From an optimization exercise on the open Yosys and OpenROAD flow, aimed at small area and a short achievable clock period; shortcuts taken in it are not production practice.
At most, simulation tests tie the RTL to the original design; equivalence was not proved.
The RTL of run 3 was laid out without a check of its function.
Power and IR drop assume default switching activity.

[flow/config.mk]
export PLATFORM = sky130hd
export DESIGN_NAME = ex_stage
export DESIGN_NICKNAME = ex_stage
export VERILOG_FILES = /design/flow/design.v
export SDC_FILE = /design/flow/constraint.sdc
export NUM_CORES = 4
export LEC_CHECK = 0
export CAP_MARGIN = 20
export CORE_MARGIN = 2
export CORE_UTILIZATION = 40
export SETUP_SLACK_MARGIN = 1.5
export SLEW_MARGIN = 20
[flow/constraint.sdc]
create_clock -name core_clock -period 5.0 [get_ports {clk}]
set_input_delay 1.0000 -clock core_clock [delete_from_list [all_inputs] [get_ports {clk}]]
set_output_delay 1.0000 -clock core_clock [all_outputs]
set_load 0.01 [all_outputs]
[flow/design.v]
package ex_pkg;
	localparam int XLEN = 32;
	typedef logic [XLEN-1:0] word_t;
	typedef logic [4:0]      reg_addr_t;
	typedef logic [11:0]     csr_addr_t;
	typedef logic [6:0]      opcode_t;
	typedef logic [2:0]      funct3_t;
	localparam opcode_t OPC_OP     = 7'b0110011;
	localparam opcode_t OPC_OP_IMM = 7'b0010011;
	localparam opcode_t OPC_LOAD   = 7'b0000011;
	localparam opcode_t OPC_STORE  = 7'b0100011;
	localparam opcode_t OPC_BRANCH = 7'b1100011;
	localparam opcode_t OPC_JAL    = 7'b1101111;
	localparam opcode_t OPC_JALR   = 7'b1100111;
	localparam opcode_t OPC_LUI    = 7'b0110111;
	localparam opcode_t OPC_AUIPC  = 7'b0010111;
	localparam opcode_t OPC_SYSTEM = 7'b1110011;
	localparam funct3_t F3_ADD  = 3'b000;
	localparam funct3_t F3_SLL  = 3'b001;
	localparam funct3_t F3_SLT  = 3'b010;
	localparam funct3_t F3_SLTU = 3'b011;
	localparam funct3_t F3_XOR  = 3'b100;
	localparam funct3_t F3_SR   = 3'b101;  
	localparam funct3_t F3_OR   = 3'b110;
	localparam funct3_t F3_AND  = 3'b111;
	localparam funct3_t F3_BEQ  = 3'b000;
	localparam funct3_t F3_BNE  = 3'b001;
	localparam funct3_t F3_BLT  = 3'b100;
	localparam funct3_t F3_BGE  = 3'b101;
	localparam funct3_t F3_BLTU = 3'b110;
	localparam funct3_t F3_BGEU = 3'b111;
	localparam funct3_t F3_LB  = 3'b000;
	localparam funct3_t F3_LH  = 3'b001;
	localparam funct3_t F3_LW  = 3'b010;
	localparam funct3_t F3_LBU = 3'b100;
	localparam funct3_t F3_LHU = 3'b101;
	localparam funct3_t F3_SB = 3'b000;
	localparam funct3_t F3_SH = 3'b001;
	localparam funct3_t F3_SW = 3'b010;
	localparam funct3_t F3_CSRRW  = 3'b001;
	localparam funct3_t F3_CSRRS  = 3'b010;
	localparam funct3_t F3_CSRRC  = 3'b011;
	localparam funct3_t F3_CSRRWI = 3'b101;
	localparam funct3_t F3_CSRRSI = 3'b110;
	localparam funct3_t F3_CSRRCI = 3'b111;
	typedef union packed {
		struct packed {
			logic [6:0] funct7;
			reg_addr_t  rs2;
			reg_addr_t  rs1;
			funct3_t    funct3;
			reg_addr_t  rd;
			opcode_t    opcode;
		} r_fmt;
		struct packed {
			logic [11:0] imm12;
			reg_addr_t   rs1;  
			funct3_t     funct3;
			reg_addr_t   rd;
			opcode_t     opcode;
		} i_fmt;
		struct packed {
			logic [6:0] imm_hi;
			reg_addr_t  rs2;
			reg_addr_t  rs1;
			funct3_t    funct3;
			logic [4:0] imm_lo;
			opcode_t    opcode;
		} s_fmt;
	} rv_inst_u;
	typedef struct packed {
		rv_inst_u  inst;
		word_t     inst_addr;
		word_t     op1;
		word_t     op2;
		word_t     op1_jump;
		word_t     op2_jump;
		word_t     reg1_data;
		word_t     reg2_data;
		logic      reg_wr_en;
		reg_addr_t reg_wr_addr;
		logic      csr_wr_en;
		csr_addr_t csr_wr_addr;
		word_t     csr_data;  
	} ex_in_t;
	typedef struct packed {
		logic  req;
		logic  wr_en;
		word_t rd_addr;
		word_t wr_addr;
		word_t wdata;
	} mem_req_t;
	typedef struct packed {
		logic      reg_wr_en;
		reg_addr_t reg_wr_addr;
		word_t     reg_data;
		logic      csr_wr_en;
		csr_addr_t csr_wr_addr;
		word_t     csr_data;
	} wb_t;
	typedef struct packed {
		logic  flag;
		word_t addr;
	} jump_t;
endpackage
module ex_add #(
	parameter int ARCH = 1
) (
	input  logic [31:0] a_i,
	input  logic [31:0] b_i,
	input  logic        ci_i,
	output logic [31:0] s_o,
	output logic [31:0] p_o,
	output logic        co_o
);
	logic [31:0] g0, p0;
	logic [31:0] gl [0:9];
	logic [31:0] pl [0:9];
	logic [31:0] gc;  
	assign p0 = a_i ^ b_i;
	assign g0 = (a_i & b_i) | {31'd0, p0[0] & ci_i};
	always_comb begin
		for (int l = 0; l < 10; l++) begin
			gl[l] = '0;
			pl[l] = '0;
		end
		gl[0] = g0;
		pl[0] = p0;
		gc    = '0;
		if (ARCH == 0) begin
			for (int l = 0; l < 5; l++) begin
				gl[l+1] = gl[l];
				pl[l+1] = pl[l];
				for (int i = 0; i < 32; i++) begin
					if (i >= (1 << l)) begin
						gl[l+1][i] = gl[l][i] | (pl[l][i] & gl[l][i-(1<<l)]);
						pl[l+1][i] = pl[l][i] & pl[l][i-(1<<l)];
					end
				end
			end
			gc = gl[5];
		end else if (ARCH == 1) begin
			for (int l = 0; l < 5; l++) begin
				gl[l+1] = gl[l];
				pl[l+1] = pl[l];
				for (int i = 0; i < 32; i++) begin
					if (((i >> l) & 1) == 1) begin
						gl[l+1][i] = gl[l][i] | (pl[l][i] & gl[l][((i >> l) << l) - 1]);
						pl[l+1][i] = pl[l][i] & pl[l][((i >> l) << l) - 1];
					end
				end
			end
			gc = gl[5];
		end else begin
			for (int l = 0; l < 5; l++) begin
				gl[l+1] = gl[l];
				pl[l+1] = pl[l];
				for (int i = 0; i < 32; i++) begin
					if (((i + 1) % (2 << l)) == 0) begin
						gl[l+1][i] = gl[l][i] | (pl[l][i] & gl[l][i-(1<<l)]);
						pl[l+1][i] = pl[l][i] & pl[l][i-(1<<l)];
					end
				end
			end
			for (int k = 0; k < 4; k++) begin
				int l;
				l = 3 - k;
				gl[k+6] = gl[k+5];
				pl[k+6] = pl[k+5];
				for (int i = 0; i < 32; i++) begin
					if (i >= (2 << l) && ((i + 1) % (2 << l)) == (1 << l)) begin
						gl[k+6][i] = gl[k+5][i] | (pl[k+5][i] & gl[k+5][i-(1<<l)]);
						pl[k+6][i] = pl[k+5][i] & pl[k+5][i-(1<<l)];
					end
				end
			end
			gc = gl[9];
		end
	end
	assign s_o  = p0 ^ {gc[30:0], ci_i};
	assign p_o  = p0;
	assign co_o = gc[31];
endmodule
module ex_stage (
	input  logic        clk,
	input  logic        arst_n_i,
	input  logic [306:0] ex_in_flat_i,  
	input  logic [31:0] mem_rdata_i,
	input  logic        irq_i,
	input  logic [31:0] irq_addr_i,
	output logic [97:0] mem_flat_o,    
	output logic [82:0] wb_flat_o,     
	output logic [32:0] jump_flat_o    
);
	logic [31:0] inst, op1, op2, opj1, opj2, rs1, rs2, csrd;
	logic        rwe, cwe;
	logic [4:0]  rwa;
	logic [11:0] cwa;
	assign inst = ex_in_flat_i[306:275];
	assign op1  = ex_in_flat_i[242:211];
	assign op2  = ex_in_flat_i[210:179];
	assign opj1 = ex_in_flat_i[178:147];
	assign opj2 = ex_in_flat_i[146:115];
	assign rs1  = ex_in_flat_i[114:83];
	assign rs2  = ex_in_flat_i[82:51];
	assign rwe  = ex_in_flat_i[50];
	assign rwa  = ex_in_flat_i[49:45];
	assign cwe  = ex_in_flat_i[44];
	assign cwa  = ex_in_flat_i[43:32];
	assign csrd = ex_in_flat_i[31:0];
	logic [6:0] opc;
	logic [2:0] f3;
	assign opc = inst[6:0];
	assign f3  = inst[14:12];
	logic is_op_any, is_link, is_lui, is_load, is_store, is_branch, is_jump, is_system;
	assign is_op_any = (opc == ex_pkg::OPC_OP) || (opc == ex_pkg::OPC_OP_IMM);
	assign is_link   = (opc == ex_pkg::OPC_JAL) || (opc == ex_pkg::OPC_JALR) || (opc == ex_pkg::OPC_AUIPC);
	assign is_lui    = opc == ex_pkg::OPC_LUI;
	assign is_load   = opc == ex_pkg::OPC_LOAD;
	assign is_store  = opc == ex_pkg::OPC_STORE;
	assign is_branch = opc == ex_pkg::OPC_BRANCH;
	assign is_jump   = (opc == ex_pkg::OPC_JAL) || (opc == ex_pkg::OPC_JALR);
	assign is_system = opc == ex_pkg::OPC_SYSTEM;
	logic ld_ok, st_ok, csr_ok;
	assign ld_ok  = !(f3 == 3'd3 || f3 == 3'd6 || f3 == 3'd7);
	assign st_ok  = !f3[2] && !(f3[1] && f3[0]);
	assign csr_ok = f3[1:0] != 2'd0;
	localparam int ARCH_ALU = 1;
	localparam int ARCH_AT  = 1;
	localparam bit JGATE    = 1'b1;
	logic [31:0] sum, diff, add_p, sub_p;
	logic        add_co, sub_co;
	logic        ltu, lt, eq;
	ex_add #(.ARCH(ARCH_ALU)) u_add (
		.a_i  (op1),
		.b_i  (op2),
		.ci_i (1'b0),
		.s_o  (sum),
		.p_o  (add_p),
		.co_o (add_co)
	);
	ex_add #(.ARCH(ARCH_ALU)) u_sub (
		.a_i  (op1),
		.b_i  (~op2),
		.ci_i (1'b1),
		.s_o  (diff),
		.p_o  (sub_p),
		.co_o (sub_co)
	);
	assign ltu = !sub_co;
	assign lt  = ltu ^ op1[31] ^ op2[31];
	assign eq  = &sub_p;  
	logic [4:0]  sh;
	logic [31:0] sh_in, sh_out, sh_rev;
	logic        fill;
	assign sh   = inst[5] ? rs2[4:0] : inst[24:20];
	assign fill = inst[14] && inst[30] && rs1[31];
	always_comb begin
		for (int i = 0; i < 32; i++) sh_in[i] = inst[14] ? rs1[i] : rs1[31-i];
	end
	assign sh_out = 32'($signed({fill, sh_in}) >>> sh);
	always_comb begin
		for (int i = 0; i < 32; i++) sh_rev[i] = sh_out[31-i];
	end
	logic [11:0] imm;
	logic [31:0] at_a, at_b, at_sum, at_p, addr, target;
	logic        at_co;
	assign imm  = {inst[31:25], inst[5] ? inst[11:7] : inst[24:20]};
	assign at_a = inst[6] ? opj1 : rs1;
	assign at_b = inst[6] ? opj2 : {{20{imm[11]}}, imm};
	ex_add #(.ARCH(ARCH_AT)) u_at_add (
		.a_i  (at_a),
		.b_i  (at_b),
		.ci_i (1'b0),
		.s_o  (at_sum),
		.p_o  (at_p),
		.co_o (at_co)
	);
	assign addr   = at_sum;
	assign target = at_sum;
	logic [1:0] ld_lo, st_lo;
	assign ld_lo = rs1[1:0] + inst[21:20];
	assign st_lo = rs1[1:0] + inst[8:7];
	logic [3:0]  ld_b;
	logic        ld_byte_op, ld_half_op, ld_word_op;
	logic [3:0]  ld_s;
	logic        ld_t1, ld_t3, ld_bsign, ld_hsign, ld_fill8, ld_fill16;
	logic [31:0] ld_data;
	always_comb begin
		for (int k = 0; k < 4; k++) ld_b[k] = ld_lo == 2'(k);
	end
	assign ld_byte_op = f3[1:0] == 2'b00;
	assign ld_half_op = f3[1:0] == 2'b01;
	assign ld_word_op = f3 == 3'b010;
	assign ld_s[0]   = ld_word_op || (ld_byte_op && ld_b[0]) || (ld_half_op && !ld_lo[1]);
	assign ld_s[1]   = ld_byte_op && ld_b[1];
	assign ld_s[2]   = (ld_byte_op && ld_b[2]) || (ld_half_op && ld_lo[1]);
	assign ld_s[3]   = ld_byte_op && ld_b[3];
	assign ld_t1     = ld_word_op || (ld_half_op && !ld_lo[1]);
	assign ld_t3     = ld_half_op && ld_lo[1];
	assign ld_bsign  = (ld_b[0] && mem_rdata_i[7]) || (ld_b[1] && mem_rdata_i[15]) ||
	                   (ld_b[2] && mem_rdata_i[23]) || (ld_b[3] && mem_rdata_i[31]);
	assign ld_hsign  = ld_lo[1] ? mem_rdata_i[31] : mem_rdata_i[15];
	assign ld_fill8  = !f3[2] && ld_byte_op && ld_bsign;
	assign ld_fill16 = !f3[2] && ((ld_byte_op && ld_bsign) || (ld_half_op && ld_hsign));
	assign ld_data[7:0]   = ({8{ld_s[0]}} & mem_rdata_i[7:0]) | ({8{ld_s[1]}} & mem_rdata_i[15:8]) |
	                        ({8{ld_s[2]}} & mem_rdata_i[23:16]) | ({8{ld_s[3]}} & mem_rdata_i[31:24]);
	assign ld_data[15:8]  = ({8{ld_t1}} & mem_rdata_i[15:8]) | ({8{ld_t3}} & mem_rdata_i[31:24]) |
	                        {8{ld_fill8}};
	assign ld_data[31:16] = ({16{ld_word_op}} & mem_rdata_i[31:16]) | {16{ld_fill16}};
	logic       st_sb, st_sh, st_sw;
	logic [3:0] st_b;
	logic [3:0] st_own, st_b0, st_mem;
	logic       st_h3;
	logic [31:0] st_data;
	always_comb begin
		for (int k = 0; k < 4; k++) st_b[k] = st_lo == 2'(k);
	end
	assign st_sb = is_store && f3 == 3'd0;
	assign st_sh = is_store && f3 == 3'd1;
	assign st_sw = is_store && f3 == 3'd2;
	assign st_own[0] = st_sw || (st_sb && st_b[0]) || (st_sh && !st_lo[1]);
	assign st_own[1] = st_sw || (st_sh && !st_lo[1]);
	assign st_own[2] = st_sw;
	assign st_own[3] = st_sw;
	assign st_b0[0]  = 1'b0;
	assign st_b0[1]  = st_sb && st_b[1];
	assign st_b0[2]  = (st_sb && st_b[2]) || (st_sh && st_lo[1]);
	assign st_b0[3]  = st_sb && st_b[3];
	assign st_h3     = st_sh && st_lo[1];
	always_comb begin
		for (int k = 0; k < 4; k++) st_mem[k] = (st_sb && !st_b[k]) || (st_sh && (st_lo[1] != k[1]));
	end
	always_comb begin
		for (int k = 0; k < 4; k++) begin
			st_data[8*k +: 8] = ({8{st_own[k]}} & rs2[8*k +: 8]) | ({8{st_b0[k]}} & rs2[7:0]) |
			                    ({8{st_mem[k]}} & mem_rdata_i[8*k +: 8]);
		end
		st_data[31:24] = st_data[31:24] | ({8{st_h3}} & rs2[15:8]);
	end
	logic [31:0] csr_src, csr_w;
	assign csr_src = f3[2] ? {27'd0, inst[19:15]} : rs1;
	always_comb begin
		case (f3[1:0])
			2'd1:    csr_w = csr_src;
			2'd2:    csr_w = csrd | csr_src;
			2'd3:    csr_w = csrd & ~csr_src;
			default: csr_w = '0;
		endcase
	end
	logic        sel_add, sel_sub, sel_sll, sel_sr, sel_slt, sel_sltu;
	logic        sel_xor, sel_or, sel_and, sel_lui, sel_load, sel_csr;
	assign sel_add  = is_link || (is_op_any && f3 == 3'd0 && !(inst[5] && inst[30]));
	assign sel_sub  = is_op_any && f3 == 3'd0 && inst[5] && inst[30];
	assign sel_sll  = is_op_any && f3 == 3'd1;
	assign sel_slt  = is_op_any && f3 == 3'd2;
	assign sel_sltu = is_op_any && f3 == 3'd3;
	assign sel_xor  = is_op_any && f3 == 3'd4;
	assign sel_sr   = is_op_any && f3 == 3'd5;
	assign sel_or   = is_op_any && f3 == 3'd6;
	assign sel_and  = is_op_any && f3 == 3'd7;
	assign sel_lui  = is_lui;
	assign sel_load = is_load;
	assign sel_csr  = is_system && csr_ok;
	logic [31:0] reg_early, reg_data;
	assign reg_early = ({32{sel_xor}}  & (op1 ^ op2)) |
	                   ({32{sel_or}}   & (op1 | op2)) |
	                   ({32{sel_and}}  & (op1 & op2)) |
	                   ({32{sel_lui}}  & op1) |
	                   ({32{sel_load}} & ld_data) |
	                   ({32{sel_csr}}  & csrd);
	assign reg_data  = reg_early |
	                   ({32{sel_add}} & sum) |
	                   ({32{sel_sub}} & diff) |
	                   ({32{sel_sll}} & sh_rev) |
	                   ({32{sel_sr}}  & sh_out) |
	                   {31'd0, (sel_slt && lt) || (sel_sltu && ltu)};
	logic taken;
	always_comb begin
		case (f3)
			3'd0:    taken = eq;
			3'd1:    taken = !eq;
			3'd4:    taken = lt;
			3'd5:    taken = !lt;
			3'd6:    taken = ltu;
			3'd7:    taken = !ltu;
			default: taken = 1'b0;
		endcase
	end
	logic        jflag;
	logic [31:0] jaddr;
	assign jflag = irq_i || is_jump || (is_branch && taken);
	assign jaddr = irq_i ? irq_addr_i : ((JGATE || jflag) ? target : '0);
	logic req0, wen0;
	assign req0 = (is_load && ld_ok) || (is_store && st_ok);
	assign wen0 = is_store && st_ok;
	logic        q_req, q_wen, q_req0, q_wen0, q_sys, q_st, q_nst;
	logic [31:0] q_a, q_b;
	logic        q_rwe, q_cwe;
	logic [4:0]  q_rwa;
	logic [11:0] q_cwa;
	logic        q_jflag;
	logic [31:0] q_jaddr;
	always_ff @(posedge clk or negedge arst_n_i) begin
		if (!arst_n_i) begin
			q_req   <= 1'b0;
			q_wen   <= 1'b0;
			q_wen0  <= 1'b0;
			q_sys   <= 1'b0;
			q_st    <= 1'b0;
			q_req0  <= 1'b0;
			q_nst   <= 1'b0;
			q_a     <= '0;
			q_b     <= '0;
			q_rwe   <= 1'b0;
			q_rwa   <= '0;
			q_cwe   <= 1'b0;
			q_cwa   <= '0;
			q_jflag <= 1'b0;
			q_jaddr <= '0;
		end else begin
			q_req   <= req0 && !irq_i;
			q_wen   <= wen0 && !irq_i;
			q_wen0  <= wen0;
			q_sys   <= is_system;
			q_st    <= is_store;
			q_req0  <= req0;
			q_nst   <= !is_store;
			q_a     <= ({32{req0}} & addr) | ({32{is_system}} & csr_w);
			q_b     <= st_data | reg_data;
			q_rwe   <= rwe && !irq_i;
			q_rwa   <= rwa;
			q_cwe   <= cwe && !irq_i;
			q_cwa   <= cwa;
			q_jflag <= jflag;
			q_jaddr <= jaddr;
		end
	end
	assign mem_flat_o  = {q_req, q_wen, q_a & {32{q_req0}}, q_a & {32{q_wen0}}, q_b & {32{q_st}}};
	assign wb_flat_o   = {q_rwe, q_rwa, q_b & {32{q_nst}}, q_cwe, q_cwa, q_a & {32{q_sys}}};
	assign jump_flat_o = {q_jflag, JGATE ? (q_jaddr & {32{q_jflag}}) : q_jaddr};
endmodule
[flow/flow/run.sh]
#!/bin/bash
set -e
rm -rf scripts_mod
cp -r "$FLOW_HOME/scripts" scripts_mod
printf 'strash\ndch\namap\ntopo\nstime -c\nbuffer -c\nupsize -c\ndnsize -c\n' > scripts_mod/abc_area.script
export BUFFER_PORTS_ARGS="-buffer_cell sky130_fd_sc_hd__buf_1"
bash standard.sh SCRIPTS_DIR="$PWD/scripts_mod" ABC_AREA=1 ABC_CLOCK_PERIOD_IN_PS=3000 ADDER_MAP_FILE= finish > standard.log 2>&1
[flow/standard.sh]
#!/bin/bash
# synth_recipe.tcl (not shown) runs the flow's synth.tcl, then flattens the netlist and writes it again
# the make line also repeats each setting of config.mk as NAME=value (left out here)
make -C /OpenROAD-flow-scripts/flow DESIGN_CONFIG=/design/flow/config.mk WORK_HOME=/design/flow/orfs CLKGATE_MAP_FILE= SYNTH_SCRIPT=/design/flow/synth_recipe.tcl "${@:-finish}"
==> out/qor.yml, run 1 <==
yosys:
  synth_warnings: 4
  synth_compound_area_share_pct: 40.1
  netlist_instances: 2290
  muxShareOfSynthArea_pct: 0
  synth_xor_xnor_area_share_pct: 0
  synth_top_area_share_pct: 21.8
  syn_avg_cell_area_sq_um: 6.16
  ys_async_sr_fraction_pct: 100
  synthSimpleGateAreaFrac_pct: 25.9
  synth_top_family_by_area: "compound AO/OA/AOI/OAI gates"
  synth_edf_count: 0
  synthDistinctLibCells: 66
  synth-seq-area-share_pct: 21.8
  netlist.top_cell.by_area: "dfrtp_1"
  synth_ff_type: "dfrtp_1"
  syn_nets: 2664
  synth_fa_ha_area_share_pct: 0
  synthTopCellsByArea: "dfrtp_1, nor2_1, inv_1"
  ys_ff_latch: 123
  synth_area_sq_um: 14100
pwr:
  leakage_nw: 8.94
  total_power_mw: 4.67
  vdd_drop_max_mv: 0.226
  power_density_nw_per_um2: 213
timing:
  relSlewSlack_pct: 19.9
  hold_viol_final: 0
  period_minus_slack_ps: 4020
  setup-tns-final_ps: 0
  setup_viol: 0
  finalCritPeriodShare_pct: 80.4
  hold_ws_ps: 467
  tightestPinTransition_ps: 1190
  setup_slack_ps: 979
  rsz0062_at_grt: "true"
  final-max-slew-violation-count: 0
  fmax_mhz: 249
floorplan:
  row_count: 68
  die-area_sq_um: 36800
  pin_count: 588
  core_area_sq_um: 34600
  die_x_um: 192
  die_h_um: 192
  start_util_pct: 40.7
clock_network:
  cts.sinks: 123
  clkTransAtPathRegs_ps: 80
  htree_levels: 4
  clk_path_buf_depth: 2
  numCtsBuffers: 17
  cts_tree: "built"
  clockRootBuffer: "clkbuf_16"
place:
  port_buffers: 555
  dp_cells: 3294
  dp_slack_ps: -17.8
  dpl_cell_area_sq_um: 17400
  place_congestion: 1.12
  detailed_place_hpwl_um: 72000
drt:
  drt_pass1_iterations: 7
  drt_iter0_drc: 3461
  wl_met1_um: 35800
  viasPerCell: 6.38
  drt_wl_total_um: 95900
  wl_met3_um: 14000
  num_vias: 22600
  wl_per_cell_um: 27.0
  met2_length_um: 39100
  drc: 0
  dr.max_layer_used: "met4"
  ant_nets: 0
setup_path:
  crit_path_start_kind: "primary input"
  crit_path_end_kind: "register"
  crit_required_ps: 5360
  crit_type: "primary input to register"
  worstPathMaxFanout: 7
  cp_data_arrival_time_ps: 4380
layout:
  synthToLayoutAreaGrowth_pct: 55.6
  postLayoutCoreUtil_pct: 63.4
  mostFrequentLayoutCells: "buf_1, nor2_1, inv_1"
  fin_area_sq_um: 21900
  num-nets-final: 3445
  final_layout_size_suffix_gt1_share_pct: 24.0
  final_cells: 3548
  final_common_cell: "buf_1"
  fillers: 3182
global_routing:
  gr-total-overflow: 0
  grt_use_total_pct: 48.7
  first_global_vias: 20100
  grt_start_max_net_pins: 109
  antenna_found_initial: 8
  grt_first_pass_wirelength_um: 130000
run_status:
  status: "complete, no violations"
hold_path:
  hold_class: "primary input to async pin"
job:
  drv_cap: 0
power breakdown:
group / total (mW) / internal [mW] / switching, mW
combinational: 2.32 / 0.884 / 1.43
sequential: 1.06 / 1.05 / 0.0145
clock: 1.29 / 0.774 / 0.514
total: 4.67 / 2.71 / 1.96
Yosys cell counts (4+ instances only):
cell type / n
clkinv_1: 5
buf_2: 13
buf_4: 5
a222oi_1: 10
nor2_1: 549
o2111ai_1: 15
nor2b_1: 41
o31ai_1: 6
o21a_1: 7
a21oi_1: 136
o22a_1: 70
clkbuf_1: 107
a2111oi_0: 24
nor3_1: 48
o211ai_1: 29
nand3_1: 6
buf_1: 6
o21ai_0: 183
nor4_1: 12
a21o_1: 10
o32a_1: 7
a21boi_0: 5
o21ai_1: 20
o32ai_1: 14
dfrtp_1: 123
o221a_2: 5
nand2_1: 174
a211oi_1: 18
o311ai_0: 15
nand4_1: 6
or2_2: 7
a22oi_1: 45
or3_1: 21
a221oi_1: 4
a31oi_1: 7
inv_1: 306
o22ai_1: 134
a32oi_1: 28
o221ai_1: 29
layer usage:
metal  vias to the layer above  GRT usage, %
met2                      1937          69.9
met3                       417          17.3
met4                         0          28.0
met1                     10600          62.7
li1                       9708             -
met5                         -             0
worst paths after layout:
check / from / endpoint / slack [ps] / cells past startpoint
max: ex_in_flat_i[281] / q_a[29] / 980 / 18
min: arst_n_i / q_b[2] / 470 / 1
max in group asynchronous: arst_n_i / q_b[16] / 3550 / 2
min in group core_clock: ex_in_flat_i[39] / q_cwa[7] / 650 / 1
what timing repair did:
item,in CTS,in global routing
setup endpoints to repair,83,77
setup buffers,145,57
hold buffers,0,0
resized for setup,267,295
pin swaps,84,98
cloned,6,3
flip-flops by register name (all words and copies together), names as in the netlist:
register	cells
q_rwe	1
q_wen	1
q_b	32
q_wen0	1
q_st	1
q_sys	1
q_cwa	12
q_a	32
q_rwa	5
q_req	1
q_nst	1
q_cwe	1
q_jflag	1
q_req0	1
q_jaddr	32
layout make-up:
cell class,instances,area [sq um],share of cell area (%)
clock inverter,9,113,0.513
tap,455,569,2.59
sequential,123,3080,14.0
timing repair inverter,4,26.3,0.120
antenna,9,22.5,0.103
clock buffer,23,478,2.18
multi-input combinational,1721,11200,51.0
inverter,314,1240,5.66
timing repair buffer,890,5220,23.8
logic make-up (layout without fill, tap and decap cells):
kind of cell	Yosys count	count (layout)
other	0	9
AO/OA/AOI/OAI	842	842
AND/OR/NAND/NOR	879	879
buffers and inverters	446	1240
flip-flops	123	123
worst max-delay path: stages:
cell and delay [ps]:
clkbuf_16 150, buf_12 160, a22oi_2 200, nor2_4 70
a21oi_2 190, inv_2 60, or4_4 560, or2_1 240
or3_4 340, or3_4 350, nor2_4 180, inv_4 70
o31ai_4 220, nor2_1 90, a21oi_1 160, buf_4 180
nand2_1 60, o21ai_1 100
==> run 2, diff against run 1 <==
==> flow/flow/run.sh (replaced) <==
#!/bin/bash
set -e
rm -rf scripts_mod
cp -r "$FLOW_HOME/scripts" scripts_mod
printf 'strash\ndch\nmap -a\ntopo\nstime -c\nbuffer -c\nupsize -c\ndnsize -c\n' > scripts_mod/abc_area.script
export BUFFER_PORTS_ARGS="-buffer_cell sky130_fd_sc_hd__buf_1"
# Timing-driven global placement keeps none of its trial buffering; the
# timing repair after placement adds what is needed.
export GPL_KEEP_OVERFLOW=0
bash standard.sh SCRIPTS_DIR="$PWD/scripts_mod" ABC_AREA=1 ABC_CLOCK_PERIOD_IN_PS=3000 ADDER_MAP_FILE= finish > standard.log 2>&1
==> run 2 against run 1 <==
  * Routed wire length is 3.7% lower
  * Design area is 7.4% lower
  * Sequential power hardly changed
  * Cell count is 8.1% higher
  * Combinational power is 24% lower
  * Sequential share of layout area is 1.1 points higher
  * Utilization is 9.0 points lower
  * Synthesized cell count is 19% higher
  * First-iteration DRC count is 23% lower
  * Worst setup slack better by 460 ps
  * Fmax is 13% higher
  * Global-route usage is 4.3 points lower
==> out/qor.yml, run 2 <==
run_status:
  status: "complete, no violations"  # unchanged
setup_path:
  cp_cell_sequence: "buf_2, xnor2_2, xor2_2, inv_2, nor2_1, nand2_1, o31ai_1, a31oi_1, nand2_1, nand2_1, inv_1, a221oi_1, o221ai_2, nor4_4, o211ai_1"  # was clkbuf_16, buf_12, a22oi_2, nor2_4, a21oi_2, inv_2, or4_4, or2_1, or3_4, or3_4, nor2_4, inv_4, o31ai_4, nor2_1, a21oi_1, buf_4, nand2_1, o21ai_1
  cp_data_arrival_time_ps: 3850  # was 4380 ps
  crit_top_cell: "nand2_1"
  cp_top_family: "compound AO/OA/AOI/OAI gates"  # was simple AND/OR/NAND/NOR gates
  critical_path.n_buffers_inverters: 3  # was 5
  crit_path_start_kind: "primary input"  # unchanged
  crit_path_max_incr_delay_ps: 500  # was 560 ps
  crit_type: "primary input to register"  # unchanged
  worst_path_max_delay_cell: "a221oi_1"  # was or4_4
  crit_start: "ex_in_flat_i[84]"  # was ex_in_flat_i[281]
  crit_required_ps: 5290  # was 5360 ps
  crit_path_end_kind: "register"  # unchanged
  worstPathMaxFanout: 8  # was 7
yosys:
  synth_top_cells_by_count: "nor2_1, inv_1, nand2_1"  # was nor2_1, inv_1, o21ai_0
  syn_avg_cell_area_sq_um: 5.56  # was 6.16 sq um
  synthDistinctLibCells: 63  # was 66
  synth_edf_count: 0  # unchanged
  synth_top_area_share_pct: 20.4  # was 21.8%
  synthTopCellsByArea: "dfrtp_1, nor2_1, inv_1"  # unchanged
  synth_warnings: 4  # unchanged
  ys_async_sr_fraction_pct: 100  # unchanged
  yosysMostFrequentCell: "nor2_1"  # unchanged
  netlist_instances: 2717  # was 2290
  synth_ff_type: "dfrtp_1"  # unchanged
  syn_nets: 3091  # was 2664
  synth_area_sq_um: 15100  # was 14100 sq um
  netlist.top_cell.by_area: "dfrtp_1"  # unchanged
  ys_ff_latch: 123  # unchanged
  synth-seq-area-share_pct: 20.4  # was 21.8%
floorplan:
  start_util_pct: 40.4  # was 40.7%
  pin_count: 588  # unchanged
  die_h_um: 198  # was 192 um
  row_count: 71  # was 68
  die_x_um: 198  # was 192 um
  core_area_sq_um: 37400  # was 34600 sq um
  die-area_sq_um: 39400  # was 36800 sq um
timing:
  hold_ws_ps: 472  # was 467 ps
  hold_viol_final: 0  # unchanged
  setup_slack_ps: 1440  # was 979 ps
  finalCritPeriodShare_pct: 71.3  # was 80.4%
  final-max-slew-violation-count: 0  # unchanged
  setup-tns-final_ps: 0  # unchanged
  period_minus_slack_ps: 3560  # was 4020 ps
  fmax_mhz: 281  # was 249 MHz
  relSlewSlack_pct: 26.2  # was 19.9%
  rsz0062_at_grt: "true"  # unchanged
  tightestPinTransition_ps: 1100  # was 1190 ps
  setup_viol: 0  # unchanged
layout:
  num-nets-final: 3678  # was 3445
  largestRegisters: "q_a (32), q_b (32), q_jaddr (32)"  # unchanged
  fin_area_sq_um: 20300  # was 21900 sq um
  seqCellArea_sq_um: 3080  # unchanged
  mostFrequentLayoutCells: "nor2_1, buf_1, inv_1"  # was buf_1, nor2_1, inv_1
  synthToLayoutAreaGrowth_pct: 34.5  # was 55.6%
  postLayoutCoreUtil_pct: 54.3  # was 63.4%
  final_cells: 3835  # was 3548
  fillers: 3998  # was 3182
  final_common_cell: "nor2_1"  # was buf_1
  multiInputGateArea_sq_um: 10600  # was 11200 sq um
  final_layout_size_suffix_gt1_share_pct: 12.1  # was 24.0%
global_routing:
  grt_first_pass_wirelength_um: 126000  # was 130000 um
  first_global_vias: 19600  # was 20100
  gr-total-overflow: 0  # unchanged
  grt_start_max_net_pins: 56  # was 109
  antenna_found_initial: 15  # was 8
  grt_use_total_pct: 44.3  # was 48.7%
pwr:
  p_seq_share_pct: 25.7  # was 22.8%
  internal_power_mw: 2.35  # was 2.71 mW
  power_density_nw_per_um2: 205  # was 213 nW/um^2
  leakage_nw: 9.06  # was 8.94 nW
  total_power_mw: 4.17  # was 4.67 mW
  vdd_drop_max_mv: 0.240  # was 0.226 mV
  switching_share_pct: 43.7  # was 42.0%
  p_clk_share_pct: 32.2  # was 27.6%
  power.switching_mw: 1.82  # was 1.96 mW
  p_comb_share_pct: 42.1  # was 49.6%
drt:
  wl_per_cell_um: 24.1  # was 27.0 um
  drt_wl_total_um: 92400  # was 95900 um
  viasPerCell: 5.86  # was 6.38
  drc: 0  # unchanged
  drt_iter0_drc: 2678  # was 3461
  ant_nets: 0  # unchanged
  drt_pass1_iterations: 7  # unchanged
  num_vias: 22500  # was 22600
place:
  dp_slack_ps: -1040  # was -17.8 ps
  dpl_cell_area_sq_um: 17700  # was 17400 sq um
  place_congestion: 1.06  # was 1.12
  port_buffers: 555  # unchanged
  detailed_place_hpwl_um: 71000  # was 72000 um
  dp_cells: 3682  # was 3294
clock_network:
  htree_levels: 4  # unchanged
  clkTransAtPathRegs_ps: 60  # was 80 ps
  clockRootBuffer: "clkbuf_16"  # unchanged
  numCtsBuffers: 17  # unchanged
  cts.sinks: 123  # unchanged
  cts_tree: "built"  # unchanged
  clk_path_buf_depth: 2  # unchanged
hold_path:
  hold_class: "primary input to async pin"  # unchanged
job:
  drv_cap: 0  # unchanged
## run 2: changes by cell type after synthesis, moves of 41 or more
cell     delta
nor2b_1    -41
xor2_1     +41
o21ai_0    +67
inv_1     +167
o21ai_1    +47
nand2_1   +234
a21oi_1    +52
o22a_1     -70
nor2_1     +42
o22ai_1    -97
## run 2: layer usage
metal	wire length [um]	vias up	track usage, %
met5	77	-	0
met4	6310	12	27.7
met3	11700	331	11.2
met2	38300	1580	64.7
met1	36000	10500	58.3
li1	-	10100	-
## run 2: layout make-up
class | instances | area share [%]
multi-input cells | 1979 | 52.3
repair buffers | 667 | 16.1
flip-flops and latches | 123 | 15.1
inverters | 505 | 9.81
well taps | 511 | 3.15
clock buffers | 18 | 2.16
clock inverters | 14 | 0.788
repair inverters | 11 | 0.406
diodes | 7 | 0.0862
## run 2: kinds of logic after synthesis
family          share of synthesized area [%]
compound gates                           29.0
buf+inv                                  15.8
flops                                    20.4
fa+ha+maj                              0.0745
simple gates                             31.5
mux                                     0.397
xor+xnor                                 2.84
## run 2: power by group through the flow
stage	clock, mW	sequential [mW]	combinational, mW
final	1.34	1.07	1.76
after global routing	1.39	1.08	1.88
after CTS	1.35	1.07	1.55
after detailed placement	0	1.09	1.46
after global placement	0	1.09	1.43
after floorplan	0	1.09	0.896
## run 2: final timing paths
path / depth (start not counted) / slack, ps / to
min: 1 / 470 / q_jaddr[14]
max in group asynchronous: 3 / 3750 / q_b[11]
max: 15 / 1440 / q_b[12]
min in group core_clock: 1 / 650 / q_cwa[3]
## run 2: timing repair
action                                  in CTS  in global routing
gates cloned                                15                  5
endpoints found under the setup margin      85                 68
pin swaps                                    9                 53
resized for setup                          137                149
hold buffers                                 0                  0
buffers inserted                            33                 59
==> run 3, diff against run 2 <==
--- a/flow/design.v
+++ b/flow/design.v
@@ -375,18 +375,13 @@
 	                   ({32{sel_sll}} & sh_rev) |
 	                   ({32{sel_sr}}  & sh_out) |
 	                   {31'd0, (sel_slt && lt) || (sel_sltu && ltu)};
+	logic sgn_diff, tk_lt1, tk_lt0, tk_eq;
 	logic taken;
-	always_comb begin
-		case (f3)
-			3'd0:    taken = eq;
-			3'd1:    taken = !eq;
-			3'd4:    taken = lt;
-			3'd5:    taken = !lt;
-			3'd6:    taken = ltu;
-			3'd7:    taken = !ltu;
-			default: taken = 1'b0;
-		endcase
-	end
+	assign sgn_diff = op1[31] ^ op2[31];  
+	assign tk_lt1   = (f3 == 3'd4 && !sgn_diff) || (f3 == 3'd5 && sgn_diff) || f3 == 3'd6;
+	assign tk_lt0   = (f3 == 3'd4 && sgn_diff) || (f3 == 3'd5 && !sgn_diff) || f3 == 3'd7;
+	assign tk_eq    = (f3 == 3'd0 && eq) || (f3 == 3'd1 && !eq);
+	assign taken    = tk_eq || (ltu ? tk_lt1 : tk_lt0);
 	logic        jflag;
 	logic [31:0] jaddr;
 	assign jflag = irq_i || is_jump || (is_branch && taken);
==> flow/flow/run.sh (replaced) <==
#!/bin/bash
set -e
rm -rf scripts_mod
cp -r "$FLOW_HOME/scripts" scripts_mod
printf 'strash\ndch\nmap -a\ntopo\nstime -c\nbuffer -c\nupsize -c\ndnsize -c\n' > scripts_mod/abc_area.script
export BUFFER_PORTS_ARGS="-buffer_cell sky130_fd_sc_hd__buf_1"
bash standard.sh SCRIPTS_DIR="$PWD/scripts_mod" ABC_AREA=1 ABC_CLOCK_PERIOD_IN_PS=3000 ADDER_MAP_FILE= finish > standard.log 2>&1
==> run 3 against run 2 <==
  * Still clean
  * Total power increased by 3.8%
  * Area after synthesis increased by 1.9%
  * Flip-flop and latch count unchanged
  * Clock power increased by 11%
  * Die area increased by 1.9%
  * Critical endpoint is now q_b[1]
  * Largest cell class unchanged
==> out/qor.yml, run 3 <==
clock_network:
  numCtsBuffers: 17  # unchanged
  cts_tree: "built"  # unchanged
  clk_path_buf_depth: 2  # unchanged
  clockRootBuffer: "clkbuf_16"  # unchanged
  clkTransAtPathRegs_ps: 80  # was 60 ps
  htree_levels: 4  # unchanged
  cts.sinks: 123  # unchanged
yosys:
  synth_warnings: 4  # unchanged
  synthTopCellsByArea: "dfrtp_1, nor2_1, inv_1"  # unchanged
  synth_top_area_share_pct: 20.0  # was 20.4%
  synth_top_cells_by_count: "nor2_1, inv_1, nand2_1"  # unchanged
  ys_ff_latch: 123  # unchanged
  netlist_instances: 2718  # was 2717
  yosysMostFrequentCell: "nor2_1"  # unchanged
  synth_area_sq_um: 15400  # was 15100 sq um
  ys_async_sr_fraction_pct: 100  # unchanged
  netlist.top_cell.by_area: "dfrtp_1"  # unchanged
  syn_nets: 3092  # was 3091
  synth_ff_type: "dfrtp_1"  # unchanged
  syn_avg_cell_area_sq_um: 5.67  # was 5.56 sq um
  synth-seq-area-share_pct: 20.0  # was 20.4%
  synthDistinctLibCells: 65  # was 63
  synth_edf_count: 0  # unchanged
place:
  place_congestion: 1.11  # was 1.06
  port_buffers: 555  # unchanged
  detailed_place_hpwl_um: 74500  # was 71000 um
  dp_cells: 3772  # was 3682
  dpl_cell_area_sq_um: 18400  # was 17700 sq um
global_routing:
  first_global_vias: 20300  # was 19600
  gr-total-overflow: 0  # unchanged
  antenna_found_initial: 3  # was 15
  grt_start_max_net_pins: 72  # was 56
  grt_use_total_pct: 43.0  # was 44.3%
  grt_first_pass_wirelength_um: 129000  # was 126000 um
timing:
  rsz0062_at_grt: "true"  # unchanged
  period_minus_slack_ps: 3500  # was 3560 ps
  hold_ws_ps: 629  # was 472 ps
  setup-tns-final_ps: 0  # unchanged
  setup_viol: 0  # unchanged
  final-max-slew-violation-count: 0  # unchanged
  hold_viol_final: 0  # unchanged
  tightestPinTransition_ps: 1070  # was 1100 ps
  finalCritPeriodShare_pct: 69.9  # was 71.3%
  fmax_mhz: 286  # was 281 MHz
  relSlewSlack_pct: 28.4  # was 26.2%
floorplan:
  die_x_um: 200  # was 198 um
  pin_count: 588  # unchanged
  start_util_pct: 40.8  # was 40.4%
  row_count: 71  # unchanged
  core_area_sq_um: 37800  # was 37400 sq um
  die_h_um: 200  # was 198 um
  die-area_sq_um: 40100  # was 39400 sq um
drt:
  drt_iter0_drc: 2576  # was 2678
  drc: 0  # unchanged
  wl_per_cell_um: 23.8  # was 24.1 um
  viasPerCell: 5.82  # was 5.86
  num_vias: 22400  # was 22500
  drt_wl_total_um: 91400  # was 92400 um
  ant_nets: 0  # unchanged
  drt_pass1_iterations: 6  # was 7
setup_path:
  crit_path_start_kind: "primary input"  # unchanged
  crit_path_end_kind: "register"  # unchanged
  crit_required_ps: 5340  # was 5290 ps
  cp_data_arrival_time_ps: 3830  # was 3850 ps
  crit_type: "primary input to register"  # unchanged
  worstPathMaxFanout: 16  # was 8
pwr:
  leakage_nw: 9.24  # was 9.06 nW
  power_density_nw_per_um2: 213  # was 205 nW/um^2
  internal_power_mw: 2.52  # was 2.35 mW
  switching_share_pct: 41.8  # was 43.7%
  p_comb_share_pct: 40.9  # was 42.1%
  p_seq_share_pct: 24.8  # was 25.7%
  power.switching_mw: 1.81  # was 1.82 mW
  p_clk_share_pct: 34.3  # was 32.2%
  vdd_drop_max_mv: 0.227  # was 0.240 mV
layout:
  num-nets-final: 3690  # was 3678
  mostFrequentLayoutCells: "nor2_1, buf_1, inv_1"  # unchanged
  final_layout_size_suffix_gt1_share_pct: 11.9  # was 12.1%
  synthToLayoutAreaGrowth_pct: 31.9  # was 34.5%
  fin_area_sq_um: 20300  # about the same
  largestRegisters: "q_a (32), q_b (32), q_jaddr (32)"  # unchanged
  final_cells: 3842  # was 3835
  final_common_cell: "nor2_1"  # unchanged
hold_path:
  hold_class: "primary input to register"  # was primary input to async pin
job:
  drv_cap: 0  # unchanged
run_status:
  status: "complete, no violations"  # unchanged
run 3: metal layers:
| layer | wire (um) | track usage, % | part of all wire (%) | up-vias |
|---|---|---|---|---|
| met3 | 10000 | 9.42 | 11 | 287 |
| li1 | - | - | - | 10100 |
| met2 | 39000 | 64.9 | 43 | 1577 |
| met5 | 0 | 0 | 0 | - |
| met1 | 36800 | 57.0 | 40 | 10400 |
| met4 | 5630 | 23.4 | 6.2 | 0 |
run 3: timing repair:
item                       4_1_cts  5_1_grt
hold buffers                     0        0
cloned                           0        4
gates resized for setup         48      190
pin swaps                        7       45
buffers inserted                 3       28
setup endpoints to repair       63       70
run 3: power groups by stage:
stage / sequential, mW / clock [mW] / combinational, mW
final: 1.07 / 1.49 / 1.77
after global placement: 1.09 / 0 / 1.54
after global routing: 1.08 / 1.52 / 1.90
after floorplan: 1.09 / 0 / 0.935
after detailed placement: 1.09 / 0 / 1.55
after CTS: 1.07 / 1.49 / 1.58
run 3: path summary, 6_finish.rpt:
kind | cells past startpoint | end | from
max | 17 | q_b[1] | ex_in_flat_i[275]
min | 1 | q_cwa[9] | ex_in_flat_i[41]
max in group asynchronous | 2 | q_cwa[2] | arst_n_i
min in group asynchronous | 1 | q_jaddr[15] | arst_n_i
run 3: per-stage QoR:
step           total power [mW]  utilization, %  setup slack [ps]
2_1_floorplan              2.02               -              1800
3_3_place_gp               2.62            48.8               506
3_5_place_dp               2.64            48.8               382
4_1_cts                    4.15            51.1              1410
5_1_grt                    4.50            53.8              1390
6_report                   4.33            53.8              1500
run 3: final cells by class:
class,instances,area [sq um]
antenna,2,5.00
clock buffer,20,457
clock inverter,12,211
fill,3950,17400
inverter,503,1920
multi-input combinational,1979,10700
sequential,123,3080
tap,511,639
timing repair buffer,692,3340
run 3: cell families after synthesis:
group,synth area share (%)
compound gates,29.7
xor+xnor,2.88
buf+inv,15.9
flops,20.0
mux,0.455
simple gates,31.1
run 3: worst max-delay path: stages:
cell and delay, ps:
buf_1 90, nand2_1 110, nor3_4 70, inv_1 170
nor2_1 60, inv_1 90, nor2_1 90, inv_1 180
nor2_1 100, inv_1 60, buf_4 140, buf_6 240
o22ai_1 140, a2111oi_1 530, o21ai_0 260, a2111oi_2 330
o211ai_1 150
==> run 4, diff against run 3 <==
--- a/flow/design.v
+++ b/flow/design.v
@@ -375,13 +375,18 @@
 	                   ({32{sel_sll}} & sh_rev) |
 	                   ({32{sel_sr}}  & sh_out) |
 	                   {31'd0, (sel_slt && lt) || (sel_sltu && ltu)};
-	logic sgn_diff, tk_lt1, tk_lt0, tk_eq;
 	logic taken;
-	assign sgn_diff = op1[31] ^ op2[31];  
-	assign tk_lt1   = (f3 == 3'd4 && !sgn_diff) || (f3 == 3'd5 && sgn_diff) || f3 == 3'd6;
-	assign tk_lt0   = (f3 == 3'd4 && sgn_diff) || (f3 == 3'd5 && !sgn_diff) || f3 == 3'd7;
-	assign tk_eq    = (f3 == 3'd0 && eq) || (f3 == 3'd1 && !eq);
-	assign taken    = tk_eq || (ltu ? tk_lt1 : tk_lt0);
+	always_comb begin
+		case (f3)
+			3'd0:    taken = eq;
+			3'd1:    taken = !eq;
+			3'd4:    taken = lt;
+			3'd5:    taken = !lt;
+			3'd6:    taken = ltu;
+			3'd7:    taken = !ltu;
+			default: taken = 1'b0;
+		endcase
+	end
 	logic        jflag;
 	logic [31:0] jaddr;
 	assign jflag = irq_i || is_jump || (is_branch && taken);
==> flow/flow/run.sh (replaced) <==
#!/bin/bash
set -e
rm -rf scripts_mod
cp -r "$FLOW_HOME/scripts" scripts_mod
printf 'strash\ndch\nmap -D 1500\ntopo\nstime -c\nbuffer -c\nupsize -c\ndnsize -c\n' > scripts_mod/abc_area.script
export BUFFER_PORTS_ARGS="-buffer_cell sky130_fd_sc_hd__buf_1"
bash standard.sh SCRIPTS_DIR="$PWD/scripts_mod" ABC_AREA=1 ABC_CLOCK_PERIOD_IN_PS=1500 ADDER_MAP_FILE= finish > standard.log 2>&1
==> run 4 against run 3 <==
  * Fmax shrank 0.73%
  * Critical endpoint is now q_b[28]
  * Non-clock buffer count down 45
  * Sequential share of layout area rose by 0.61 points
  * Largest cell class unchanged
==> out/qor.yml, run 4 <==
hold_path:
  hold_class: "primary input to async pin"  # was primary input to register
global_routing:
  antenna_found_initial: 1  # was 3
  grt_start_max_net_pins: 99  # was 72
  first_global_vias: 20800  # was 20300
  grt_use_total_pct: 43.6  # was 43.0%
  grt_first_pass_wirelength_um: 132000  # was 129000 um
  gr-total-overflow: 0  # unchanged
layout:
  multiInputGateArea_sq_um: 10800  # was 10700 sq um
  final_layout_size_suffix_gt1_share_pct: 7.56  # was 11.9%
  final_common_cell: "nand2_1"  # was nor2_1
  largestRegisters: "q_a (32), q_b (32), q_jaddr (32)"  # unchanged
  fillers: 4173  # was 3950
  synthToLayoutAreaGrowth_pct: 25.0  # was 31.9%
  fin_area_sq_um: 19500  # was 20300 sq um
  num-nets-final: 3696  # was 3690
  seqCellArea_sq_um: 3080  # unchanged
  mostFrequentLayoutCells: "nand2_1, buf_1, nor2_1"  # was nor2_1, buf_1, inv_1
  postLayoutCoreUtil_pct: 50.6  # was 53.8%
yosys:
  syn_nets: 3142  # was 3092
  synth_edf_count: 0  # unchanged
  synth_warnings: 4  # unchanged
  yosysMostFrequentCell: "nand2_1"  # was nor2_1
  synth_ff_type: "dfrtp_1"  # unchanged
  synth_top_cells_by_count: "nand2_1, nor2_1, inv_1"  # was nor2_1, inv_1, nand2_1
  synthDistinctLibCells: 72  # was 65
  ys_async_sr_fraction_pct: 100  # unchanged
  netlist.top_cell.by_area: "dfrtp_1"  # unchanged
  synth_area_sq_um: 15600  # was 15400 sq um
  synth_top_area_share_pct: 19.7  # was 20.0%
  ys_ff_latch: 123  # unchanged
  synthTopCellsByArea: "dfrtp_1, nand2_1, nor2_1"  # was dfrtp_1, nor2_1, inv_1
  syn_avg_cell_area_sq_um: 5.64  # was 5.67 sq um
  synth-seq-area-share_pct: 19.7  # was 20.0%
  netlist_instances: 2768  # was 2718
floorplan:
  die_x_um: 202  # was 200 um
  row_count: 72  # was 71
  start_util_pct: 40.5  # was 40.8%
  core_area_sq_um: 38600  # was 37800 sq um
  die_h_um: 202  # was 200 um
  pin_count: 588  # unchanged
  die-area_sq_um: 40700  # was 40100 sq um
timing:
  rsz0062_at_grt: "true"  # unchanged
  hold_viol_final: 0  # unchanged
  period_minus_slack_ps: 3520  # was 3500 ps
  relSlewSlack_pct: 32.8  # was 28.4%
  fmax_mhz: 284  # was 286 MHz
  tightestPinTransition_ps: 1000  # was 1070 ps
  setup_viol: 0  # unchanged
  final-max-slew-violation-count: 0  # unchanged
  finalCritPeriodShare_pct: 70.4  # was 69.9%
  setup-tns-final_ps: 0  # unchanged
clock_network:
  htree_levels: 4  # unchanged
  cts.hold.buffers_added: 0  # unchanged
  cts.sinks: 123  # unchanged
  clk_path_buf_depth: 2  # unchanged
  clkTransAtPathRegs_ps: 60  # was 80 ps
  cts_tree: "built"  # unchanged
  clockRootBuffer: "clkbuf_16"  # unchanged
  numCtsBuffers: 17  # unchanged
place:
  place_congestion: 1.15  # was 1.11
  port_buffers: 555  # unchanged
  dpl_cell_area_sq_um: 18500  # was 18400 sq um
  detailed_place_hpwl_um: 73700  # was 74500 um
job:
  drv_cap: 0  # unchanged
drt:
  met2_length_um: 39600  # was 39000 um
  num_vias: 22800  # was 22400
  ant_nets: 0  # unchanged
  wl_met3_um: 9990  # was 10000 um
  drt_pass1_iterations: 8  # was 6
  viasPerCell: 5.90  # was 5.82
  drc: 0  # unchanged
  drt_wl_total_um: 91600  # was 91400 um
  wl_per_cell_um: 23.7  # was 23.8 um
  dr.max_layer_used: "met4"  # unchanged
  wl_met1_um: 35900  # was 36800 um
  drt_iter0_drc: 2947  # was 2576
pwr:
  power.switching_mw: 1.78  # was 1.81 mW
  internal_power_mw: 2.42  # was 2.52 mW
  vdd_drop_max_mv: 0.268  # was 0.227 mV
  power_density_nw_per_um2: 215  # was 213 nW/um^2
  total_power_mw: 4.20  # was 4.33 mW
  p_comb_share_pct: 38.7  # was 40.9%
  leakage_nw: 8.81  # was 9.24 nW
  p_clk_share_pct: 35.9  # was 34.3%
  switching_share_pct: 42.4  # was 41.8%
  p_seq_share_pct: 25.4  # was 24.8%
setup_path:
  cp_cell_sequence: "buf_1, nor2_2, inv_1, nand2_1, buf_4, o22ai_1, a211oi_1, nand3_1, nor2_1, o21ai_0, a221oi_1, buf_4, o211ai_1"  # was buf_1, nand2_1, nor3_4, inv_1, nor2_1, inv_1, nor2_1, inv_1, nor2_1, inv_1, buf_4, buf_6, o22ai_1, a2111oi_1, o21ai_0, a2111oi_2, o211ai_1
  crit_start: "ex_in_flat_i[287]"  # was ex_in_flat_i[275]
  cp_data_arrival_time_ps: 3850  # was 3830 ps
  crit_required_ps: 5320  # was 5340 ps
  crit_type: "primary input to register"  # unchanged
  crit_path_max_incr_delay_ps: 420  # was 530 ps
  crit_path_start_kind: "primary input"  # unchanged
  worst_path_max_delay_cell: "a211oi_1"  # was a2111oi_1
  worstPathMaxFanout: 13  # was 16
  crit_top_cell: "buf_4"  # was inv_1
  crit_path_end_kind: "register"  # unchanged
run_status:
  status: "complete, no violations"  # unchanged
## run 4: changes by cell type after synthesis, sizes merged, moves of 13 or more
cell | before | now
a21oi | 196 | 135
inv | 496 | 375
nor2 | 607 | 521
nand3 | 44 | 131
xor2 | 36 | 16
nand2 | 413 | 618
nor3 | 75 | 53
a21boi | 1 | 14
## run 4: critical path: cells and delay by family
family	cells	cell delay [ps]
buf+inv	4	940
compound gates	5	1120
simple gates	4	770
## run 4: power by group through the flow
stage / clock network (mW) / logic [mW] / registers (mW)
floorplan: 0 / 0.932 / 1.08
global placement: 0 / 1.50 / 1.09
detailed placement: 0 / 1.51 / 1.09
CTS: 1.52 / 1.53 / 1.07
global route: 1.56 / 1.76 / 1.07
finish: 1.51 / 1.63 / 1.07
## run 4: worst paths after layout
kind	endpoint	slack [ps]	cells past startpoint
max	q_b[28]	1480	13
min	q_a[0]	460	1
max in group asynchronous	q_b[21]	3560	2
min in group core_clock	q_rwa[1]	580	1
## run 4: cell families (layout without fill, tap and decap cells)
logic type / Yosys count / after routing / synth area share (%)
compound gates: 728 / 728 / 29.0
buf+inv: 497 / 1062 / 12.8
other cells: 0 / 3 / 0
mux: 10 / 10 / 0.641
flops: 123 / 123 / 19.7
simple gates: 1385 / 1387 / 36.4
xor+xnor: 25 / 25 / 1.45
## run 4: final cells by class
type | instances | area share (%)
Timing Repair Buffer | 647 | 14.7
Clock inverter | 14 | 1.18
Tap cell | 518 | 3.32
Clock buffer | 18 | 2.20
Timing Repair inverter | 1 | 0.0384
Sequential cell | 123 | 15.8
Antenna cell | 3 | 0.0384
Inverter | 382 | 7.43
Multi-Input combinational cell | 2150 | 55.3
## run 4: layer usage
layer  vias to the layer above  global-route usage [%]
met2                      1511                    67.4
met1                     10600                    55.9
met4                         0                    24.9
met3                       308                    9.77
met5                         -                       0
li1                      10400                       -
## run 4: metrics by stage
| step | cells | hold WS, ps | worst slack (ps) |
|---|---|---|---|
| global route | 3853 | 479 | 1470 |
| floorplan | 2768 | 704 | 2040 |
| global placement | 3811 | 990 | 633 |
| CTS | 3847 | 455 | 1460 |
| finish | 3856 | 463 | 1480 |
| detailed placement | 3812 | 1000 | 623 |
## run 4: repair_timing
action	CTS	global route
resized for setup	21	63
pin swaps	0	7
cloned	0	3
setup endpoints to repair	45	64
buffers inserted	3	3
==> run 5, diff against run 4 <==
==> flow/flow/run.sh (replaced) <==
#!/bin/bash
set -e
rm -rf scripts_mod
cp -r "$FLOW_HOME/scripts" scripts_mod
printf 'strash\ndch\nmap -D 2100\ntopo\nstime -c\nbuffer -c\nupsize -c\ndnsize -c\n' > scripts_mod/abc_area.script
export BUFFER_PORTS_ARGS="-buffer_cell sky130_fd_sc_hd__buf_1"
bash standard.sh SCRIPTS_DIR="$PWD/scripts_mod" ABC_AREA=1 ABC_CLOCK_PERIOD_IN_PS=2100 ADDER_MAP_FILE= finish > standard.log 2>&1
==> run 5 against run 4 <==
  * Critical path depth is 1 lower
  * Clock power is 17% lower
  * Worst hold slack better by 150 ps
  * Design area is 1.1% higher
  * Highest routed layer is now met5
  * Total power is 4.3% lower
  * Still clean
  * Die area is 2.5% lower
  * Critical path type unchanged
  * Non-clock buffer count is 35 higher
  * Cell count is 1.1% lower
  * Fmax is 0.75% lower
==> out/qor.yml, run 5 <==
floorplan:
  start_util_pct: 40.5  # about the same
  core_area_sq_um: 37600  # was 38600 sq um
  row_count: 71  # was 72
  die-area_sq_um: 39600  # was 40700 sq um
  die_x_um: 199  # was 202 um
  pin_count: 588  # unchanged
  die_h_um: 199  # was 202 um
drt:
  drt_iter0_drc: 2884  # was 2947
  drc: 0  # unchanged
  wl_per_cell_um: 23.9  # was 23.7 um
  drt_pass1_iterations: 6  # was 8
  ant_nets: 0  # unchanged
  drt_wl_total_um: 91300  # was 91600 um
  num_vias: 22100  # was 22800
  viasPerCell: 5.80  # was 5.90
yosys:
  synth_top_area_share_pct: 20.2  # was 19.7%
  synth-seq-area-share_pct: 20.2  # was 19.7%
  synthTopCellsByArea: "dfrtp_1, nor2_1, inv_1"  # was dfrtp_1, nand2_1, nor2_1
  synth_area_sq_um: 15200  # was 15600 sq um
  syn_avg_cell_area_sq_um: 5.64  # about the same
  synth_top_cells_by_count: "nor2_1, inv_1, nand2_1"  # was nand2_1, nor2_1, inv_1
  ys_ff_latch: 123  # unchanged
  netlist.top_cell.by_area: "dfrtp_1"  # unchanged
  synth_warnings: 4  # unchanged
  syn_nets: 3071  # was 3142
  ys_async_sr_fraction_pct: 100  # unchanged
  netlist_instances: 2697  # was 2768
  synth_ff_type: "dfrtp_1"  # unchanged
  synthDistinctLibCells: 67  # was 72
  synth_edf_count: 0  # unchanged
  yosysMostFrequentCell: "nor2_1"  # was nand2_1
clock_network:
  clockRootBuffer: "clkbuf_16"  # unchanged
  htree_levels: 4  # unchanged
  numCtsBuffers: 17  # unchanged
  clkTransAtPathRegs_ps: 60  # about the same
  clk_path_buf_depth: 2  # unchanged
  cts.hold.buffers_added: 0  # unchanged
  cts_tree: "built"  # unchanged
  cts.sinks: 123  # unchanged
setup_path:
  crit_path_start_kind: "primary input"  # unchanged
  crit_path_end_kind: "register"  # unchanged
  crit_path_max_incr_delay_ps: 480  # was 420 ps
  worstPathMaxFanout: 20  # was 13
  cp_cell_sequence: "buf_2, nor2_2, inv_1, buf_4, nand2_1, buf_4, o22ai_1, a2111oi_1, o21ai_0, a211oi_1, o221a_2, nand3_1"  # was buf_1, nor2_2, inv_1, nand2_1, buf_4, o22ai_1, a211oi_1, nand3_1, nor2_1, o21ai_0, a221oi_1, buf_4, o211ai_1
  crit_top_cell: "buf_4"  # unchanged
  worst_path_max_delay_cell: "a2111oi_1"  # was a211oi_1
  cp_data_arrival_time_ps: 3900  # was 3850 ps
  crit_required_ps: 5350  # was 5320 ps
  crit_type: "primary input to register"  # unchanged
layout:
  final_common_cell: "nor2_1"  # was nand2_1
  largestRegisters: "q_a (32), q_b (32), q_jaddr (32)"  # unchanged
  num-nets-final: 3657  # was 3696
  mostFrequentLayoutCells: "nor2_1, buf_1, inv_1"  # was nand2_1, buf_1, nor2_1
  fin_area_sq_um: 19800  # was 19500 sq um
  postLayoutCoreUtil_pct: 52.6  # was 50.6%
  synthToLayoutAreaGrowth_pct: 29.7  # was 25.0%
  final_layout_size_suffix_gt1_share_pct: 10.5  # was 7.56%
place:
  detailed_place_hpwl_um: 74000  # was 73700 um
  port_buffers: 555  # unchanged
  place_congestion: 1.11  # was 1.15
  dpl_cell_area_sq_um: 18100  # was 18500 sq um
pwr:
  p_clk_share_pct: 31.1  # was 35.9%
  internal_power_mw: 2.26  # was 2.42 mW
  leakage_nw: 8.94  # was 8.81 nW
  p_seq_share_pct: 26.8  # was 25.4%
  power.switching_mw: 1.76  # was 1.78 mW
  switching_share_pct: 43.9  # was 42.4%
  power_density_nw_per_um2: 203  # was 215 nW/um^2
  vdd_drop_max_mv: 0.229  # was 0.268 mV
  p_comb_share_pct: 42.2  # was 38.7%
timing:
  final-max-slew-violation-count: 0  # unchanged
  relSlewSlack_pct: 27.0  # was 32.8%
  finalCritPeriodShare_pct: 71.0  # was 70.4%
  setup-tns-final_ps: 0  # unchanged
  fmax_mhz: 282  # was 284 MHz
  period_minus_slack_ps: 3550  # was 3520 ps
  rsz0062_at_grt: "true"  # unchanged
  hold_viol_final: 0  # unchanged
  tightestPinTransition_ps: 1100  # was 1000 ps
  setup_viol: 0  # unchanged
global_routing:
  grt_start_max_net_pins: 67  # was 99
  first_global_vias: 19800  # was 20800
  antenna_found_initial: 12  # was 1
  grt_first_pass_wirelength_um: 127000  # was 132000 um
  gr-total-overflow: 0  # unchanged
  grt_use_total_pct: 44.4  # was 43.6%
run_status:
  status: "complete, no violations"  # unchanged
hold_path:
  hold_class: "primary input to register"  # was primary input to async pin
job:
  drv_cap: 0  # unchanged
## run 5: cell types whose count changed after synthesis, moves of 9 or more
cell and change:
nand2_1 -190, inv_1 +108, nand3_1 -88, nor2_1 +58
a21oi_1 +50, nor3_1 +32, o21ai_0 +27, xor2_1 +22
o21ai_1 -15, nand3b_1 -11, a22oi_1 -10, nand4_1 -9
o22ai_1 -9
## run 5: metrics by stage
step	hold slack, ps	setup WS (ps)	std cells	power [mW]
finish	610	1450	3814	4.02
global route	604	1410	3812	4.20
CTS	591	1480	3776	3.86
detailed placement	1100	470	3739	2.58
global placement	1100	476	3739	2.57
floorplan	704	1760	2697	2.00
## run 5: power groups by stage
stage / registers (mW) / clock network [mW] / logic (mW)
6_report: 1.08 / 1.25 / 1.70
5_1_grt: 1.08 / 1.29 / 1.83
4_1_cts: 1.07 / 1.25 / 1.53
3_5_place_dp: 1.09 / 0 / 1.49
3_3_place_gp: 1.09 / 0 / 1.48
2_1_floorplan: 1.09 / 0 / 0.906
## run 5: layout make-up
cell class	count	area [sq um]
repair buffers	682	3240
fillers	4037	17800
clock inverters	13	119
diodes	8	20.0
flip-flops and latches	123	3080
multi-input cells	1973	10400
well taps	511	639
clock buffers	18	429
repair inverters	2	13.8
inverters	484	1850
## run 5: worst max-delay path: cells and delay by family
kind / cells / cell delay (ps)
AOI/OAI and AO/OA: 5 / 1570
and+or+nand+nor: 3 / 490
buffers and inverters: 4 / 800
## run 5: logic make-up after synthesis
family | count (synthesis) | synth area share, %
AOI/OAI and AO/OA | 750 | 29.7
xor gates and xnor gates | 52 | 3.14
adders and majority gates | 2 | 0.148
buffers and inverters | 601 | 15.6
DFF | 123 | 20.2
muxes | 6 | 0.395
and+or+nand+nor | 1163 | 30.8
## run 5: routing by layer
metal | wire (um) | track usage, %
met3 | 10400 | 11.6
met4 | 5970 | 27.5
met1 | 36000 | 57.2
met5 | 50 | 0
met2 | 38900 | 66.0
## run 5: final timing paths
| path | from | endpoint | cells past startpoint |
|---|---|---|---|
| max | ex_in_flat_i[288] | q_b[21] | 12 |
| min | ex_in_flat_i[39] | q_cwa[7] | 1 |
| max in group asynchronous | arst_n_i | q_cwa[10] | 2 |
| min in group asynchronous | arst_n_i | q_jaddr[16] | 1 |
## run 5: what timing repair did
item                                    in CTS  in global routing
endpoints found under the setup margin      55                 64
gates cloned                                 3                  2
setup buffers                                3                 26
endpoints found under the hold margin        0                  0
pin swaps                                    4                 38
resized for setup                           48                159

## port drivers added, routing unchanged
The flow's constraints put no driver on any port. The routed layouts listed below were extracted and timed again, unchanged, in two steps. Step 1 sets driving cells, clkbuf_16 on the clock port and buf_2 on the other inputs (assumed; they add their load-dependent delay and slew). Step 2 adds t to the input delays and takes it off the output delays; t is the mean of the earliest and latest rising clock arrival at the registers after step 1. Input paths then give back, and output paths get back, about the clock's delay inside the block. Slacks: ideal ports / drivers / drivers and shift; pairs: ideal ports / drivers.
| run | t, ns | setup WS [ns] | worst data-port slew with drivers (ns) | cell pins on the clock port's net |
|---|---|---|---|---|
| run 1 | 0.503 | 0.979 / 0.977 / 0.474 | 0.16 | 1 |
| run 2 | 0.506 | 1.435 / 1.352 / 0.846 | 0.16 | 1 |
| run 3 | 0.518 | 1.504 / 1.533 / 1.016 | 0.10 | 1 |
| run 4 | 0.562 | 1.479 / 1.519 / 0.957 | 0.10 | 1 |
| run 5 | 0.540 | 1.452 / 1.480 / 0.940 | 0.14 | 1 |
After both steps setup and hold are still met in every run listed. For run 2, which loses most, drivers alone change the setup slack by -0.083 ns; drivers and shift together by -0.589 ns.
